Background: an optimization exercise with open tools, aiming at a short achievable clock period and few clock cycles. Do not read the settings as production practice. No activity file was given, so power comes from the tool's default toggle rates.

==> trial 36: inputs <==
==> flow/design.v <==
package mips_pkg;
    typedef logic [32-1:0]       word_t;
    typedef logic [5-1:0] reg_addr_t;
    typedef enum logic [5:0] {
        OP_SPECIAL = 6'h00,
        OP_BEQ     = 6'h04,
        OP_BNE     = 6'h05,
        OP_ADDIU   = 6'h09,
        OP_ORI     = 6'h0d,
        OP_LW      = 6'h23,
        OP_SW      = 6'h2b
    } opcode_e;
    typedef enum logic [5:0] {
        F_ADDU = 6'h21,
        F_SUBU = 6'h23,
        F_AND  = 6'h24,
        F_OR   = 6'h25,
        F_XOR  = 6'h26,
        F_SLT  = 6'h2a
    } funct_e;
    typedef struct packed {
        logic [5:0] opcode;
        reg_addr_t  rs;
        reg_addr_t  rt;
        reg_addr_t  rd;
        logic [4:0] shamt;
        logic [5:0] funct;
    } instr_t;
    typedef enum logic [2:0] {
        ALU_ADD,
        ALU_SUB,
        ALU_AND,
        ALU_OR,
        ALU_XOR,
        ALU_SLT
    } alu_op_e;
    typedef struct packed {
        alu_op_e alu_op;
        logic    use_imm;        
        logic    imm_zero_ext;
        logic    gpr_we;
        logic    wa_is_rd;       
        logic    mem_read;
        logic    mem_write;
        logic    branch;
        logic    branch_ne;
    } ctrl_t;
    typedef enum logic [1:0] {
        FWD_REG,
        FWD_MEM,
        FWD_WB
    } fwd_sel_e;
    function automatic word_t fwd_select(fwd_sel_e sel, word_t reg_val, word_t mem_val,
                                         word_t wb_val);
        word_t val;
        case (sel)
            mips_pkg::FWD_MEM: val = mem_val;
            mips_pkg::FWD_WB:  val = wb_val;
            default: val = reg_val;
        endcase
        fwd_select = val;
    endfunction
endpackage
`timescale 1ns/1ns
module mips_core (
    input  logic            clk,
    input  logic            rst,
    output mips_pkg::word_t iport_addr_o,
    input  mips_pkg::word_t iport_data_i,
    output mips_pkg::word_t dport_addr_o,
    output mips_pkg::word_t dport_wdata_o,
    output logic            dport_we_o,
    output logic            dport_re_o,
    input  mips_pkg::word_t dport_rdata_i
);
    typedef logic [31:0] word_t;
    typedef logic [4:0]  ra_t;
    function automatic word_t add32(word_t x, word_t y);
        word_t p, g, pp;
        p  = x ^ y;
        g  = x;
        g[0] = x[0] & y[0];
        pp = p;
        for (int l = 1; l < 32; l = l * 2) begin
            for (int i = 31; i >= l; i--) begin
                g[i]  = pp[i] ? g[i - l] : g[i];
                pp[i] = pp[i] & pp[i - l];
            end
        end
        add32 = p ^ {g[30:0], 1'b0};
    endfunction
    word_t pc;
    word_t id_instr;
    word_t id_pc4;
    word_t id_ra, id_rb;             
    word_t ex_a, ex_b, ex_t;         
    logic  ex_fwd_a, ex_fwd_b, ex_fwd_t;
    logic  ex_sub, ex_add, ex_and, ex_or, ex_xor, ex_slt;
    logic  ex_br, ex_bne;
    logic  ex_ld, ex_st, ex_we;
    ra_t   ex_wa;
    word_t mem_res;
    word_t mem_wdata;
    logic  mem_ld, mem_st, mem_we;
    ra_t   mem_wa;
    word_t wb_data;
    logic  wb_we;
    ra_t   wb_wa;
    word_t regs [1:31];
    ra_t   f_rs, f_rt;
    word_t f_ra, f_rb;
    assign f_rs = iport_data_i[25:21];
    assign f_rt = iport_data_i[20:16];
    assign f_ra = (f_rs == 5'd0) ? 32'd0 : (wb_we && wb_wa == f_rs) ? wb_data : regs[f_rs];
    assign f_rb = (f_rt == 5'd0) ? 32'd0 : (wb_we && wb_wa == f_rt) ? wb_data : regs[f_rt];
    logic [5:0]  op, fn;
    ra_t         rs, rt, rd;
    logic [15:0] imm;
    logic        d_r, d_addu, d_subu, d_and, d_or, d_xor, d_slt;
    logic        d_addiu, d_ori, d_lw, d_sw, d_beq, d_bne, d_br;
    logic        d_we;
    ra_t         d_wa;
    assign op  = id_instr[31:26];
    assign rs  = id_instr[25:21];
    assign rt  = id_instr[20:16];
    assign rd  = id_instr[15:11];
    assign fn  = id_instr[5:0];
    assign imm = id_instr[15:0];
    assign d_addu  = op == 6'h00 && fn == 6'h21;
    assign d_subu  = op == 6'h00 && fn == 6'h23;
    assign d_and   = op == 6'h00 && fn == 6'h24;
    assign d_or    = op == 6'h00 && fn == 6'h25;
    assign d_xor   = op == 6'h00 && fn == 6'h26;
    assign d_slt   = op == 6'h00 && fn == 6'h2a;
    assign d_r     = d_addu | d_subu | d_and | d_or | d_xor | d_slt;
    assign d_addiu = op == 6'h09;
    assign d_ori   = op == 6'h0d;
    assign d_lw    = op == 6'h23;
    assign d_sw    = op == 6'h2b;
    assign d_beq   = op == 6'h04;
    assign d_bne   = op == 6'h05;
    assign d_br    = d_beq | d_bne;
    assign d_wa = d_r ? rd : rt;
    assign d_we = (d_r | d_addiu | d_ori | d_lw) && d_wa != 5'd0;
    logic  ex_hit_a, ex_hit_b, mem_hit_a, mem_hit_b, wb_hit_a, wb_hit_b;
    word_t mem_val;
    word_t val_a, val_b;
    assign ex_hit_a  = ex_we  && ex_wa  == rs;
    assign ex_hit_b  = ex_we  && ex_wa  == rt;
    assign mem_hit_a = mem_we && mem_wa == rs;
    assign mem_hit_b = mem_we && mem_wa == rt;
    assign wb_hit_a  = wb_we  && wb_wa  == rs;
    assign wb_hit_b  = wb_we  && wb_wa  == rt;
    assign mem_val = mem_ld ? dport_rdata_i : mem_res;
    assign val_a = mem_hit_a ? mem_val : wb_hit_a ? wb_data : id_ra;
    assign val_b = mem_hit_b ? mem_val : wb_hit_b ? wb_data : id_rb;
    word_t imm_ext;
    logic  d_use_imm;
    assign imm_ext   = d_ori ? {16'h0, imm} : {{16{imm[15]}}, imm};
    assign d_use_imm = d_addiu | d_ori | d_lw | d_sw;
    word_t id_target;
    logic  id_late, id_redirect;
    assign id_target   = add32(id_pc4, {{14{imm[15]}}, imm, 2'b00});
    assign id_late     = ex_hit_a || ex_hit_b;
    assign id_redirect = d_br && (id_late || ((val_a == val_b) != d_bne));
    word_t a, b, t;
    word_t sum;
    word_t alu;
    logic  slt;
    logic  ex_taken, mispredict;
    assign a = ex_fwd_a ? (mem_val ^ {32{ex_sub}}) : ex_a;
    assign b = ex_fwd_b ? mem_val : ex_b;
    assign t = ex_fwd_t ? mem_val : ex_t;
    assign sum = add32(a, b) ^ {32{ex_sub}};
    assign slt = (a[31] == b[31]) ? ~b[31] : sum[31];
    word_t logic_res;
    assign logic_res = ((a ^ b) & {32{ex_or | ex_xor}}) | (~(a ^ b) & a & {32{ex_and | ex_or}});
    assign alu = ({32{ex_add}} & sum) | logic_res | {31'd0, ex_slt & slt};
    assign ex_taken   = (a == t) != ex_bne;
    assign mispredict = ex_br && !ex_taken;
    word_t pc4;
    assign pc4          = add32(pc, 32'd4);
    assign iport_addr_o = pc;
    always_ff @(posedge clk) begin
        if (rst) begin
            pc <= 32'h0000_0000;
        end else if (mispredict) begin
            pc <= id_pc4;
        end else begin
            pc <= id_redirect ? id_target : pc4;
        end
    end
    always_ff @(posedge clk) begin
        if (rst || mispredict) begin
            id_instr <= 32'd0;               
        end else begin
            id_instr <= iport_data_i;
        end
        id_pc4 <= pc4;
        id_ra  <= f_ra;
        id_rb  <= f_rb;
    end
    always_ff @(posedge clk) begin
        ex_a      <= (d_subu | d_slt) ? ~val_a : val_a;
        ex_b      <= d_use_imm ? imm_ext : val_b;
        ex_t      <= val_b;
        ex_fwd_a  <= ex_hit_a;
        ex_fwd_b  <= ex_hit_b && !d_use_imm;
        ex_fwd_t  <= ex_hit_b;
        ex_wa     <= d_wa;
        ex_bne    <= d_bne;
        ex_sub    <= d_subu | d_slt;
        ex_add    <= d_addu | d_subu | d_addiu | d_lw | d_sw;
        ex_and    <= d_and;
        ex_or     <= d_or | d_ori;
        ex_xor    <= d_xor;
        ex_slt    <= d_slt;
        if (rst) begin
            ex_br <= 1'b0;
            ex_ld <= 1'b0;
            ex_st <= 1'b0;
            ex_we <= 1'b0;
        end else begin
            ex_br <= d_br && id_late;
            ex_ld <= d_lw;
            ex_st <= d_sw;
            ex_we <= d_we;
        end
    end
    always_ff @(posedge clk) begin
        mem_res   <= alu;
        mem_wdata <= t;
        mem_wa    <= ex_wa;
        if (rst) begin
            mem_ld <= 1'b0;
            mem_st <= 1'b0;
            mem_we <= 1'b0;
        end else begin
            mem_ld <= ex_ld;
            mem_st <= ex_st;
            mem_we <= ex_we;
        end
    end
    assign dport_addr_o  = mem_res;
    assign dport_wdata_o = mem_wdata;
    assign dport_we_o    = mem_st;
    assign dport_re_o    = mem_ld;
    always_ff @(posedge clk) begin
        wb_data <= mem_val;
        wb_wa   <= mem_wa;
        wb_we   <= rst ? 1'b0 : mem_we;
    end
    always_ff @(posedge clk) begin
        if (wb_we) regs[wb_wa] <= wb_data;
    end
endmodule
==> flow/run.sh <==
#!/bin/bash
# synth_recipe.tcl (not shown) runs the flow's synth.tcl, then flattens the netlist and writes it again
# the make line also repeats each setting of config.mk as NAME=value (left out here)
make -C /OpenROAD-flow-scripts/flow DESIGN_CONFIG=/design/flow/config.mk WORK_HOME=/design/flow/orfs CLKGATE_MAP_FILE= SYNTH_SCRIPT=/design/flow/synth_recipe.tcl finish
==> flow/config.mk <==
export PLATFORM = sky130hd
export DESIGN_NAME = mips_core
export DESIGN_NICKNAME = mips_core
export VERILOG_FILES = /design/flow/design.v
export SDC_FILE = /design/flow/constraint.sdc
export NUM_CORES = 4
export LEC_CHECK = 0
export ABC_CLOCK_PERIOD_IN_PS = 2500
export CAP_MARGIN = 20
export CORE_MARGIN = 2
export CORE_UTILIZATION = 40
export SETUP_SLACK_MARGIN = 3.8
export SLEW_MARGIN = 20
==> flow/constraint.sdc <==
create_clock -name core_clock -period 6.5 [get_ports {clk}]
set_input_delay 1.3000 -clock core_clock [delete_from_list [all_inputs] [get_ports {clk}]]
set_output_delay 1.3000 -clock core_clock [all_outputs]
set_load 0.01 [all_outputs]
==> inputs of build 94, as changes to trial 36 <==
==> flow/design.v, changed modules only <==
module mips_core (
    input  logic            clk,
    input  logic            rst,
    output mips_pkg::word_t iport_addr_o,
    input  mips_pkg::word_t iport_data_i,
    output mips_pkg::word_t dport_addr_o,
    output mips_pkg::word_t dport_wdata_o,
    output logic            dport_we_o,
    output logic            dport_re_o,
    input  mips_pkg::word_t dport_rdata_i
);
    typedef logic [31:0] word_t;
    typedef logic [4:0]  ra_t;
    word_t pc;
    word_t id_instr;
    word_t id_pc4;
    word_t ex_a, ex_b, ex_t;         
    logic  ex_fwd_a, ex_fwd_b, ex_fwd_t;
    logic  ex_sub, ex_add, ex_and, ex_or, ex_xor, ex_slt;
    logic  ex_br, ex_bne;
    logic  ex_ld, ex_st, ex_we;
    ra_t   ex_wa;
    word_t mem_res;
    word_t mem_wdata;
    logic  mem_ld, mem_st, mem_we;
    ra_t   mem_wa;
    word_t wb_data;
    logic  wb_we;
    ra_t   wb_wa;
    word_t regs [1:31];
    logic [5:0]  op, fn;
    ra_t         rs, rt, rd;
    logic [15:0] imm;
    logic        d_r, d_addu, d_subu, d_and, d_or, d_xor, d_slt;
    logic        d_addiu, d_ori, d_lw, d_sw, d_beq, d_bne, d_br;
    logic        d_use_rs, d_use_rt, d_we;
    ra_t         d_wa;
    assign op  = id_instr[31:26];
    assign rs  = id_instr[25:21];
    assign rt  = id_instr[20:16];
    assign rd  = id_instr[15:11];
    assign fn  = id_instr[5:0];
    assign imm = id_instr[15:0];
    assign d_addu  = op == 6'h00 && fn == 6'h21;
    assign d_subu  = op == 6'h00 && fn == 6'h23;
    assign d_and   = op == 6'h00 && fn == 6'h24;
    assign d_or    = op == 6'h00 && fn == 6'h25;
    assign d_xor   = op == 6'h00 && fn == 6'h26;
    assign d_slt   = op == 6'h00 && fn == 6'h2a;
    assign d_r     = d_addu | d_subu | d_and | d_or | d_xor | d_slt;
    assign d_addiu = op == 6'h09;
    assign d_ori   = op == 6'h0d;
    assign d_lw    = op == 6'h23;
    assign d_sw    = op == 6'h2b;
    assign d_beq   = op == 6'h04;
    assign d_bne   = op == 6'h05;
    assign d_br    = d_beq | d_bne;
    assign d_use_rs = d_r | d_addiu | d_ori | d_lw | d_sw | d_br;
    assign d_use_rt = d_r | d_sw | d_br;
    assign d_wa     = d_r ? rd : rt;
    assign d_we     = (d_r | d_addiu | d_ori | d_lw) && d_wa != 5'd0;
    word_t rf_a, rf_b;
    assign rf_a = (rs == 5'd0) ? 32'd0 : regs[rs];
    assign rf_b = (rt == 5'd0) ? 32'd0 : regs[rt];
    logic  ex_hit_a, ex_hit_b, mem_hit_a, mem_hit_b, wb_hit_a, wb_hit_b;
    word_t mem_val;
    word_t val_a, val_b;
    assign ex_hit_a  = ex_we  && ex_wa  == rs;
    assign ex_hit_b  = ex_we  && ex_wa  == rt;
    assign mem_hit_a = mem_we && mem_wa == rs;
    assign mem_hit_b = mem_we && mem_wa == rt;
    assign wb_hit_a  = wb_we  && wb_wa  == rs;
    assign wb_hit_b  = wb_we  && wb_wa  == rt;
    assign mem_val = mem_ld ? dport_rdata_i : mem_res;
    assign val_a = mem_hit_a ? mem_val : wb_hit_a ? wb_data : rf_a;
    assign val_b = mem_hit_b ? mem_val : wb_hit_b ? wb_data : rf_b;
    logic stall;
    assign stall = ex_ld && ((d_use_rs && ex_hit_a) || (d_use_rt && ex_hit_b));
    word_t imm_ext;
    logic  d_use_imm;
    assign imm_ext   = d_ori ? {16'h0, imm} : {{16{imm[15]}}, imm};
    assign d_use_imm = d_addiu | d_ori | d_lw | d_sw;
    word_t id_target;
    logic  id_pred;
    assign id_target = id_pc4 + {{14{imm[15]}}, imm, 2'b00};
    assign id_pred   = d_br;
    word_t a, b, t;
    word_t sum;
    word_t alu;
    logic  slt;
    logic  ex_taken, mispredict;
    assign a = ex_fwd_a ? mem_res : ex_a;
    assign b = ex_fwd_b ? (mem_res ^ {32{ex_sub}}) : ex_b;
    assign t = ex_fwd_t ? mem_res : ex_t;
    assign sum = a + b + {31'd0, ex_sub};
    assign slt = (a[31] ^ ~b[31]) ? a[31] : sum[31];
    assign alu = ({32{ex_add}} & sum)
               | ({32{ex_and}} & (a & b))
               | ({32{ex_or}}  & (a | b))
               | ({32{ex_xor}} & (a ^ b))
               | {31'd0, ex_slt & slt};
    assign ex_taken   = (a == t) ^ ex_bne;
    assign mispredict = ex_br && !ex_taken;
    word_t pc4;
    assign pc4          = pc + 32'd4;
    assign iport_addr_o = pc;
    always_ff @(posedge clk) begin
        if (rst) begin
            pc <= 32'h0000_0000;
        end else if (mispredict) begin
            pc <= id_pc4;
        end else if (!stall) begin
            pc <= id_pred ? id_target : pc4;
        end
    end
    always_ff @(posedge clk) begin
        if (rst || mispredict) begin
            id_instr <= 32'd0;               
        end else if (!stall) begin
            id_instr <= iport_data_i;
        end
        if (!stall) id_pc4 <= pc4;
    end
    always_ff @(posedge clk) begin
        ex_a      <= val_a;
        ex_b      <= d_use_imm ? imm_ext : ((d_subu | d_slt) ? ~val_b : val_b);
        ex_t      <= val_b;
        ex_fwd_a  <= ex_hit_a;
        ex_fwd_b  <= ex_hit_b && !d_use_imm;
        ex_fwd_t  <= ex_hit_b;
        ex_wa     <= d_wa;
        ex_bne    <= d_bne;
        ex_sub    <= d_subu | d_slt;
        ex_add    <= d_addu | d_subu | d_addiu | d_lw | d_sw;
        ex_and    <= d_and;
        ex_or     <= d_or | d_ori;
        ex_xor    <= d_xor;
        ex_slt    <= d_slt;
        if (rst || stall) begin
            ex_br <= 1'b0;
            ex_ld <= 1'b0;
            ex_st <= 1'b0;
            ex_we <= 1'b0;
        end else begin
            ex_br <= d_br;
            ex_ld <= d_lw;
            ex_st <= d_sw;
            ex_we <= d_we;
        end
    end
    always_ff @(posedge clk) begin
        mem_res   <= alu;
        mem_wdata <= t;
        mem_wa    <= ex_wa;
        if (rst) begin
            mem_ld <= 1'b0;
            mem_st <= 1'b0;
            mem_we <= 1'b0;
        end else begin
            mem_ld <= ex_ld;
            mem_st <= ex_st;
            mem_we <= ex_we;
        end
    end
    assign dport_addr_o  = mem_res;
    assign dport_wdata_o = mem_wdata;
    assign dport_we_o    = mem_st;
    assign dport_re_o    = mem_ld;
    always_ff @(posedge clk) begin
        wb_data <= mem_val;
        wb_wa   <= mem_wa;
        wb_we   <= rst ? 1'b0 : mem_we;
    end
    always_ff @(posedge clk) begin
        if (wb_we) regs[wb_wa] <= wb_data;
    end
endmodule
==> inputs of trial 57, as changes to trial 36 <==
==> flow/design.v, changed modules only <==
module mips_core (
    input  logic            clk,
    input  logic            rst,
    output mips_pkg::word_t iport_addr_o,
    input  mips_pkg::word_t iport_data_i,
    output mips_pkg::word_t dport_addr_o,
    output mips_pkg::word_t dport_wdata_o,
    output logic            dport_we_o,
    output logic            dport_re_o,
    input  mips_pkg::word_t dport_rdata_i
);
    typedef logic [31:0] word_t;
    typedef logic [4:0]  ra_t;
    word_t pc;
    word_t id_instr;
    word_t id_pc4;
    word_t ex_a, ex_b, ex_t;         
    logic  ex_fwd_a, ex_fwd_b, ex_fwd_t;
    logic  ex_sub, ex_add, ex_and, ex_or, ex_xor, ex_slt;
    logic  ex_br, ex_bne;
    logic  ex_ld, ex_st, ex_we;
    ra_t   ex_wa;
    word_t mem_res;
    word_t mem_wdata;
    logic  mem_ld, mem_st, mem_we;
    ra_t   mem_wa;
    word_t wb_data;
    logic  wb_we;
    ra_t   wb_wa;
    word_t regs [1:31];
    logic [5:0]  op, fn;
    ra_t         rs, rt, rd;
    logic [15:0] imm;
    logic        d_r, d_addu, d_subu, d_and, d_or, d_xor, d_slt;
    logic        d_addiu, d_ori, d_lw, d_sw, d_beq, d_bne, d_br;
    logic        d_use_rs, d_use_rt, d_we;
    ra_t         d_wa;
    assign op  = id_instr[31:26];
    assign rs  = id_instr[25:21];
    assign rt  = id_instr[20:16];
    assign rd  = id_instr[15:11];
    assign fn  = id_instr[5:0];
    assign imm = id_instr[15:0];
    assign d_addu  = op == 6'h00 && fn == 6'h21;
    assign d_subu  = op == 6'h00 && fn == 6'h23;
    assign d_and   = op == 6'h00 && fn == 6'h24;
    assign d_or    = op == 6'h00 && fn == 6'h25;
    assign d_xor   = op == 6'h00 && fn == 6'h26;
    assign d_slt   = op == 6'h00 && fn == 6'h2a;
    assign d_r     = d_addu | d_subu | d_and | d_or | d_xor | d_slt;
    assign d_addiu = op == 6'h09;
    assign d_ori   = op == 6'h0d;
    assign d_lw    = op == 6'h23;
    assign d_sw    = op == 6'h2b;
    assign d_beq   = op == 6'h04;
    assign d_bne   = op == 6'h05;
    assign d_br    = d_beq | d_bne;
    assign d_use_rs = d_r | d_addiu | d_ori | d_lw | d_sw | d_br;
    assign d_use_rt = d_r | d_sw | d_br;
    assign d_wa     = d_r ? rd : rt;
    assign d_we     = (d_r | d_addiu | d_ori | d_lw) && d_wa != 5'd0;
    word_t rf_a, rf_b;
    assign rf_a = (rs == 5'd0) ? 32'd0 : regs[rs];
    assign rf_b = (rt == 5'd0) ? 32'd0 : regs[rt];
    logic  ex_hit_a, ex_hit_b, mem_hit_a, mem_hit_b, wb_hit_a, wb_hit_b;
    word_t mem_val;
    word_t val_a, val_b;
    assign ex_hit_a  = ex_we  && ex_wa  == rs;
    assign ex_hit_b  = ex_we  && ex_wa  == rt;
    assign mem_hit_a = mem_we && mem_wa == rs;
    assign mem_hit_b = mem_we && mem_wa == rt;
    assign wb_hit_a  = wb_we  && wb_wa  == rs;
    assign wb_hit_b  = wb_we  && wb_wa  == rt;
    assign mem_val = mem_ld ? dport_rdata_i : mem_res;
    assign val_a = mem_hit_a ? mem_val : wb_hit_a ? wb_data : rf_a;
    assign val_b = mem_hit_b ? mem_val : wb_hit_b ? wb_data : rf_b;
    logic stall;
    assign stall = ex_ld && ((d_use_rs && ex_hit_a) || (d_use_rt && ex_hit_b));
    word_t imm_ext;
    logic  d_use_imm;
    assign imm_ext   = d_ori ? {16'h0, imm} : {{16{imm[15]}}, imm};
    assign d_use_imm = d_addiu | d_ori | d_lw | d_sw;
    word_t id_target;
    logic  id_pred;
    assign id_target = id_pc4 + {{14{imm[15]}}, imm, 2'b00};
    assign id_pred   = d_br;
    word_t a, b, t;
    word_t sum;
    word_t alu;
    logic  slt;
    logic  ex_taken, mispredict;
    assign a = ex_fwd_a ? mem_res : ex_a;
    assign b = ex_fwd_b ? (mem_res ^ {32{ex_sub}}) : ex_b;
    assign t = ex_fwd_t ? mem_res : ex_t;
    assign sum = a + b + {31'd0, ex_sub};
    assign slt = (a[31] ^ ~b[31]) ? a[31] : sum[31];
    assign alu = ({32{ex_add}} & sum)
               | ({32{ex_and}} & (a & b))
               | ({32{ex_or}}  & (a | b))
               | ({32{ex_xor}} & (a ^ b))
               | {31'd0, ex_slt & slt};
    assign ex_taken   = (a == t) ^ ex_bne;
    assign mispredict = ex_br && !ex_taken;
    word_t pc4;
    assign pc4          = pc + 32'd4;
    assign iport_addr_o = pc;
    always_ff @(posedge clk) begin
        if (rst) begin
            pc <= 32'h0000_0000;
        end else if (mispredict) begin
            pc <= id_pc4;
        end else if (!stall) begin
            pc <= id_pred ? id_target : pc4;
        end
    end
    always_ff @(posedge clk) begin
        if (rst || mispredict) begin
            id_instr <= 32'd0;               
        end else if (!stall) begin
            id_instr <= iport_data_i;
        end
        if (!stall) id_pc4 <= pc4;
    end
    always_ff @(posedge clk) begin
        ex_a      <= val_a;
        ex_b      <= d_use_imm ? imm_ext : ((d_subu | d_slt) ? ~val_b : val_b);
        ex_t      <= val_b;
        ex_fwd_a  <= ex_hit_a;
        ex_fwd_b  <= ex_hit_b && !d_use_imm;
        ex_fwd_t  <= ex_hit_b;
        ex_wa     <= d_wa;
        ex_bne    <= d_bne;
        ex_sub    <= d_subu | d_slt;
        ex_add    <= d_addu | d_subu | d_addiu | d_lw | d_sw;
        ex_and    <= d_and;
        ex_or     <= d_or | d_ori;
        ex_xor    <= d_xor;
        ex_slt    <= d_slt;
        if (rst || stall) begin
            ex_br <= 1'b0;
            ex_ld <= 1'b0;
            ex_st <= 1'b0;
            ex_we <= 1'b0;
        end else begin
            ex_br <= d_br;
            ex_ld <= d_lw;
            ex_st <= d_sw;
            ex_we <= d_we;
        end
    end
    always_ff @(posedge clk) begin
        mem_res   <= alu;
        mem_wdata <= t;
        mem_wa    <= ex_wa;
        if (rst) begin
            mem_ld <= 1'b0;
            mem_st <= 1'b0;
            mem_we <= 1'b0;
        end else begin
            mem_ld <= ex_ld;
            mem_st <= ex_st;
            mem_we <= ex_we;
        end
    end
    assign dport_addr_o  = mem_res;
    assign dport_wdata_o = mem_wdata;
    assign dport_we_o    = mem_st;
    assign dport_re_o    = mem_ld;
    always_ff @(posedge clk) begin
        wb_data <= mem_val;
        wb_wa   <= mem_wa;
        wb_we   <= rst ? 1'b0 : mem_we;
    end
    always_ff @(posedge clk) begin
        if (wb_we) regs[wb_wa] <= wb_data;
    end
endmodule
--- a/flow/config.mk
+++ b/flow/config.mk
@@ -6,8 +6,8 @@
 export NUM_CORES = 4
 export LEC_CHECK = 0
-export ABC_CLOCK_PERIOD_IN_PS = 2500
+export ABC_CLOCK_PERIOD_IN_PS = 2000
 export CAP_MARGIN = 20
 export CORE_MARGIN = 2
-export CORE_UTILIZATION = 40
-export SETUP_SLACK_MARGIN = 3.8
+export CORE_UTILIZATION = 55
+export SETUP_SLACK_MARGIN = 4.2
 export SLEW_MARGIN = 20
==> notes <==
- Trial 36 passed the timing, design-rule and antenna checks. Build 94 went through all stages and came out clean. Trial 57 ran to the end with no violations.
- In sequential power, trial 57 and build 94 hardly differ.
- The highest clock power belongs to trial 36, the lowest to build 94.
- Die area, lowest first: trial 57, build 94, trial 36.
- In trial 57 the via count is larger than in build 94, by 1.6%.
- Clock skew: build 94 > trial 57 > trial 36.
- Between build 94 and trial 57, the lower power is in build 94 (gap 0.78%, measured against trial 57).
- Combinational power: trial 36 is larger than build 94 (about 8%).
- Wire length: build 94 < trial 57 < trial 36.
==> figures <==
quantity                                                       build 94        trial 36        trial 57
Run status                                               finished clean  finished clean  finished clean
Data buffer area share                                            0.108          0.0732           0.111
Met3 Resource Use GR                                             0.0524          0.0435          0.0735
Wire length of the first global-routing pass                 307,000 um      326,000 um      312,000 um
First-pass iteration count of the detailed router                     8               8               7
Worst reg-to-reg path cell count                                     17              14              17
Area fraction of the dominant cell type after synthesis           0.480           0.447           0.480
Power drawn by the combinational cells                          3.16 mW         3.41 mW         3.23 mW
Syn_area_per_cell                                            15.3 sq um      13.9 sq um      15.3 sq um
Max-slew headroom                                                 0.206           0.296           0.263
Net switching share of the total power                            0.257           0.263           0.261
Crit share post-route                                             0.577           0.634           0.583
Xor and xnor fraction of the mapped netlist area                 0.0310          0.0406          0.0310
Number of inserted filler cells in the final layout              12,900          13,800           7,622
Power per standard cell area                                259 nW/um^2     263 nW/um^2     261 nW/um^2
Flip-flop and latch count                                         1,323           1,377           1,323
Seq. pwr                                                        9.67 mW         9.91 mW         9.67 mW
No functional check of the RTL was part of any run of this note.

## afterwards: timing with drivers on the ports
The results above use ideal ports. As a check the final layouts listed here were re-extracted and re-timed, cells and wires unchanged. Step 1 (the two cells are an assumption about what drives the block):
set clk [get_ports {clk}]
set_driving_cell -lib_cell sky130_fd_sc_hd__clkbuf_16 $clk
set_driving_cell -lib_cell sky130_fd_sc_hd__buf_2 [delete_from_list [all_inputs] $clk]
Step 2 adds t to the input delays and takes it off the output delays; t is the mean of the earliest and latest rising clock arrival at the registers after step 1. Input paths then give back, and output paths get back, about the clock's delay inside the block. a / b / c = ideal / step 1 / step 2; a / b = the first two.
run	t, ns	slack for setup (ns)	worst setup path after step 2
trial 36	0.888	2.381 / 2.381 / 1.681	input to register
build 94	0.870	2.750 / 2.750 / 2.750	register to register
trial 57	0.851	2.710 / 2.710 / 2.710	register to register
After both steps every run listed still meets setup and hold. For trial 36, which loses most, drivers alone change the setup slack by 0.000 ns; drivers and shift together by -0.700 ns.
